Background: an optimization exercise with open tools, aiming at small area, a short achievable clock period and few clock cycles per item. Do not read the settings as production practice. Only simulation tests tie the RTL to the original design; equivalence was not proved. Power and IR drop assume default switching activity.

main:
Design array_list_insert_remove_core, start of the top module:
module array_list_insert_remove_core
#(
    parameter int DEPTH = DEPTH_DEF
) (
    input  logic                 aclk,
    input  logic                 aresetn,
    input  logic                 s_tvalid,
    output logic                 s_tready,
    input  logic [S_TDATA_W-1:0] s_tdata,    
    output logic                 m_tvalid,
    input  logic                 m_tready,
    output logic [M_TDATA_W-1:0] m_tdata     
);
    logic [CMD_W-1:0]          x_cmd;
    logic                      x_go;
    logic                      pend;
    logic                      r_fin;
    logic [CMD_W-1:0]          n_cmd;
    logic                      x_free;
    logic [VALUE_W-1:0]        h_val;
    logic [LEN_W+STATUS_W-1:0] x_stat;
    logic [VALUE_W-1:0]        r_rd;
    alir_ctrl u_ctrl (
        .aclk     (aclk),
        .aresetn  (aresetn),
        .s_tvalid (s_tvalid),
        .s_tready (s_tready),
        .s_cmd    (s_tdata[CMD_W-1:0]),
        .m_tvalid (m_tvalid),
        .m_tready (m_tready),
        .m_tdata  (m_tdata),
        .x_cmd    (x_cmd),
        .x_go     (x_go),
        .x_free   (x_free),
        .n_cmd    (n_cmd),
        .h_val    (h_val),
        .pend     (pend),
        .r_fin    (r_fin),
        .x_stat   (x_stat),
        .r_rd     (r_rd)
    );
    alir_datapath #(
        .DEPTH (DEPTH)
    ) u_datapath (
        .aclk    (aclk),
        .aresetn (aresetn),
        .x_cmd   (x_cmd),
        .x_go    (x_go),
        .x_free  (x_free),
        .n_cmd   (n_cmd),
        .h_val   (h_val),
        .pend    (pend),
        .r_fin   (r_fin),
        .x_stat  (x_stat),
        .r_rd    (r_rd)
    );
endmodule
export LEC_CHECK = 0
export CAP_MARGIN = 20
export CELL_PAD_IN_SITES_DETAIL_PLACEMENT = 1
export CORE_MARGIN = 2
export CORE_UTILIZATION = 25
export CTS_CLUSTER_DIAMETER = 80
export CTS_CLUSTER_SIZE = 24
export PLACE_DENSITY = 0.33
export SETUP_SLACK_MARGIN = 5
export SLEW_MARGIN = 20
export SYNTH_HIERARCHICAL = 1
export TNS_END_PERCENT = 10
create_clock -name core_clock -period 8.5 [get_ports {aclk}]
standard.sh (not shown) runs the stock make flow with config.mk's settings and CLKGATE_MAP_FILE= SYNTH_SCRIPT=/design/flow/synth_recipe.tcl, a recipe that flattens the netlist after the stock synthesis.
==> flow/flow/run.sh <==
#!/bin/bash
# The standard layout (the standard.sh: standard synthesis and the ORFS steps), with the
# port buffers that ORFS puts on every input and output made buf_4 cells rather than the
# default choice of buffer. Make's full output goes to flow_make.log.
set -euo pipefail
bash standard.sh BUFFER_PORTS_ARGS="-buffer_cell sky130_fd_sc_hd__buf_4" finish > flow_make.log 2>&1
Testbench counts of main, summed over its fixed seeds: cycles 5,333, ops 4,800.
Input-level comparison between the feature branch and main:
# main
export LEC_CHECK = 0
export CAP_MARGIN = 20
export CELL_PAD_IN_SITES_DETAIL_PLACEMENT = 1
export CORE_MARGIN = 2
export CORE_UTILIZATION = 25
export CTS_CLUSTER_DIAMETER = 80
export CTS_CLUSTER_SIZE = 24
export PLACE_DENSITY = 0.33
export SETUP_SLACK_MARGIN = 5
export SLEW_MARGIN = 20
export SYNTH_HIERARCHICAL = 1
export TNS_END_PERCENT = 10
create_clock -name core_clock -period 8.5 [get_ports {aclk}]
# the feature branch
export LEC_CHECK = 0
export CAP_MARGIN = 20
export CELL_PAD_IN_SITES_DETAIL_PLACEMENT = 1
export CORE_MARGIN = 2
export CORE_UTILIZATION = 25
export PLACE_DENSITY = 0.33
export SETUP_SLACK_MARGIN = 5
export SLEW_MARGIN = 20
export SYNTH_HIERARCHICAL = 1
export TNS_END_PERCENT = 10
create_clock -name core_clock -period 8.5 [get_ports {aclk}]
==> flow/run.sh (new file) <==
#!/bin/bash
# synth_recipe.tcl (not shown) runs the flow's synth.tcl, then flattens the netlist and writes it again
# the make line also repeats each setting of config.mk as NAME=value (left out here)
make -C /OpenROAD-flow-scripts/flow DESIGN_CONFIG=/design/flow/config.mk WORK_HOME=/design/flow/orfs CLKGATE_MAP_FILE= SYNTH_SCRIPT=/design/flow/synth_recipe.tcl finish
removed: flow/flow/run.sh
removed: flow/standard.sh
[summary]
Looking at area growth from synthesis to layout across main and the feature branch, the one that comes out lower is main.
There was hardly any difference in multi-input combinational cell count between main and the feature branch.
Design area, the feature branch vs main: up slightly
Relative to main, the feature branch improves worst clock skew.
Delta (the feature branch minus main): number of ordinary and repair buffers in the finished layout -1.5%; clock power +13%; final wirelength +3.1%; power consumption +3.2%; final hold slack +0.0069 ns.

========
array_list_insert_remove_core, a different RTL version from the one above (not shown whole).
Size in the first run: ~35000 cells after synthesis, about 100 I/O pins.
Settings: LEC_CHECK=0, CAP_MARGIN=20, CELL_PAD_IN_SITES_DETAIL_PLACEMENT=1, CORE_MARGIN=2, CORE_UTILIZATION=28, CTS_CLUSTER_DIAMETER=80, CTS_CLUSTER_SIZE=24, PLACE_DENSITY=0.36, SETUP_SLACK_MARGIN=5, SLEW_MARGIN=20, SYNTH_HIERARCHICAL=1, TNS_END_PERCENT=10; clock period 8.5 ns.
==> flow/flow/run.sh <==
#!/bin/bash
# The standard layout (the standard.sh: standard synthesis and the ORFS steps), with the
# port buffers that ORFS puts on every input and output made buf_4 cells rather than the
# default choice of buffer. Make's full output goes to flow_make.log.
set -euo pipefail
bash standard.sh BUFFER_PORTS_ARGS="-buffer_cell sky130_fd_sc_hd__buf_4" finish > flow_make.log 2>&1
The baseline went through all stages and came out clean.
Testbench counts at the start, summed over its fixed seeds: cycles 5,333, ops 4,800.
Change:
--- a/flow/config.mk
+++ b/flow/config.mk
@@ -9,8 +9,8 @@
 export CELL_PAD_IN_SITES_DETAIL_PLACEMENT = 1
 export CORE_MARGIN = 2
-export CORE_UTILIZATION = 28
+export CORE_UTILIZATION = 25
 export CTS_CLUSTER_DIAMETER = 80
 export CTS_CLUSTER_SIZE = 24
-export PLACE_DENSITY = 0.36
+export PLACE_DENSITY = 0.33
 export SETUP_SLACK_MARGIN = 5
 export SLEW_MARGIN = 20
After rerunning: The changed run ran to the end with no violations. Total power went down by 1.7%. Synthesized area is unchanged. Critical path depth is lower by 13. Hold slack improves by 0.0086 ns. Clock-buffer cell count is higher by 14. Flip-flop and latch count is unchanged. Clock skew grows by 0.026 ns.
Change:
--- a/flow/config.mk
+++ b/flow/config.mk
@@ -12,5 +12,5 @@
 export CTS_CLUSTER_DIAMETER = 80
 export CTS_CLUSTER_SIZE = 24
-export PLACE_DENSITY = 0.33
+export PLACE_DENSITY = 0.4
 export SETUP_SLACK_MARGIN = 5
 export SLEW_MARGIN = 20
What happened: The new run finished with timing, DRC and antenna clean. First-iteration DRC count rises by about 9%. Power shrinks by 3.3%. Sequential cell count does not change. Via count climbs by 0.58%. Clock-buffer cell count goes down by 134. Sequential power is about the same.

==> afterwards: timing with drivers on the ports <==
Ports are ideal in the flow. The routed layouts listed here were re-timed in OpenROAD.
Step 1 assumes that a clkbuf_16 drives the clock port and a buf_2 every other input.
Step 2 also shifts input and output timing later by t, the mid clock arrival at the registers, as if the neighbouring blocks saw the same clock.
Slacks: ideal / step 1 / step 2; pairs: ideal / step 1.
| run | t (ns) | slack for setup (ns) | hold WS [ns] |
|---|---|---|---|
| main | 1.276 | 4.711 / 4.711 / 4.112 | 0.449 / 0.449 / 0.449 |
| the feature branch | 1.287 | 4.627 / 4.627 / 3.783 | 0.456 / 0.456 / 0.456 |
| the first run of note 2 | 1.256 | 4.718 / 4.689 / 4.287 | 0.497 / 0.497 / 0.497 |
| the second run of note 2 | 1.296 | 4.813 / 4.654 / 3.974 | 0.505 / 0.505 / 0.505 |
| the third run of note 2 | 1.299 | 4.765 / 4.765 / 4.032 | 0.416 / 0.416 / 0.416 |
After both steps every run listed still meets setup and hold. For the feature branch, which loses most, drivers alone change the setup slack by 0.000 ns; drivers and shift together by -0.844 ns.
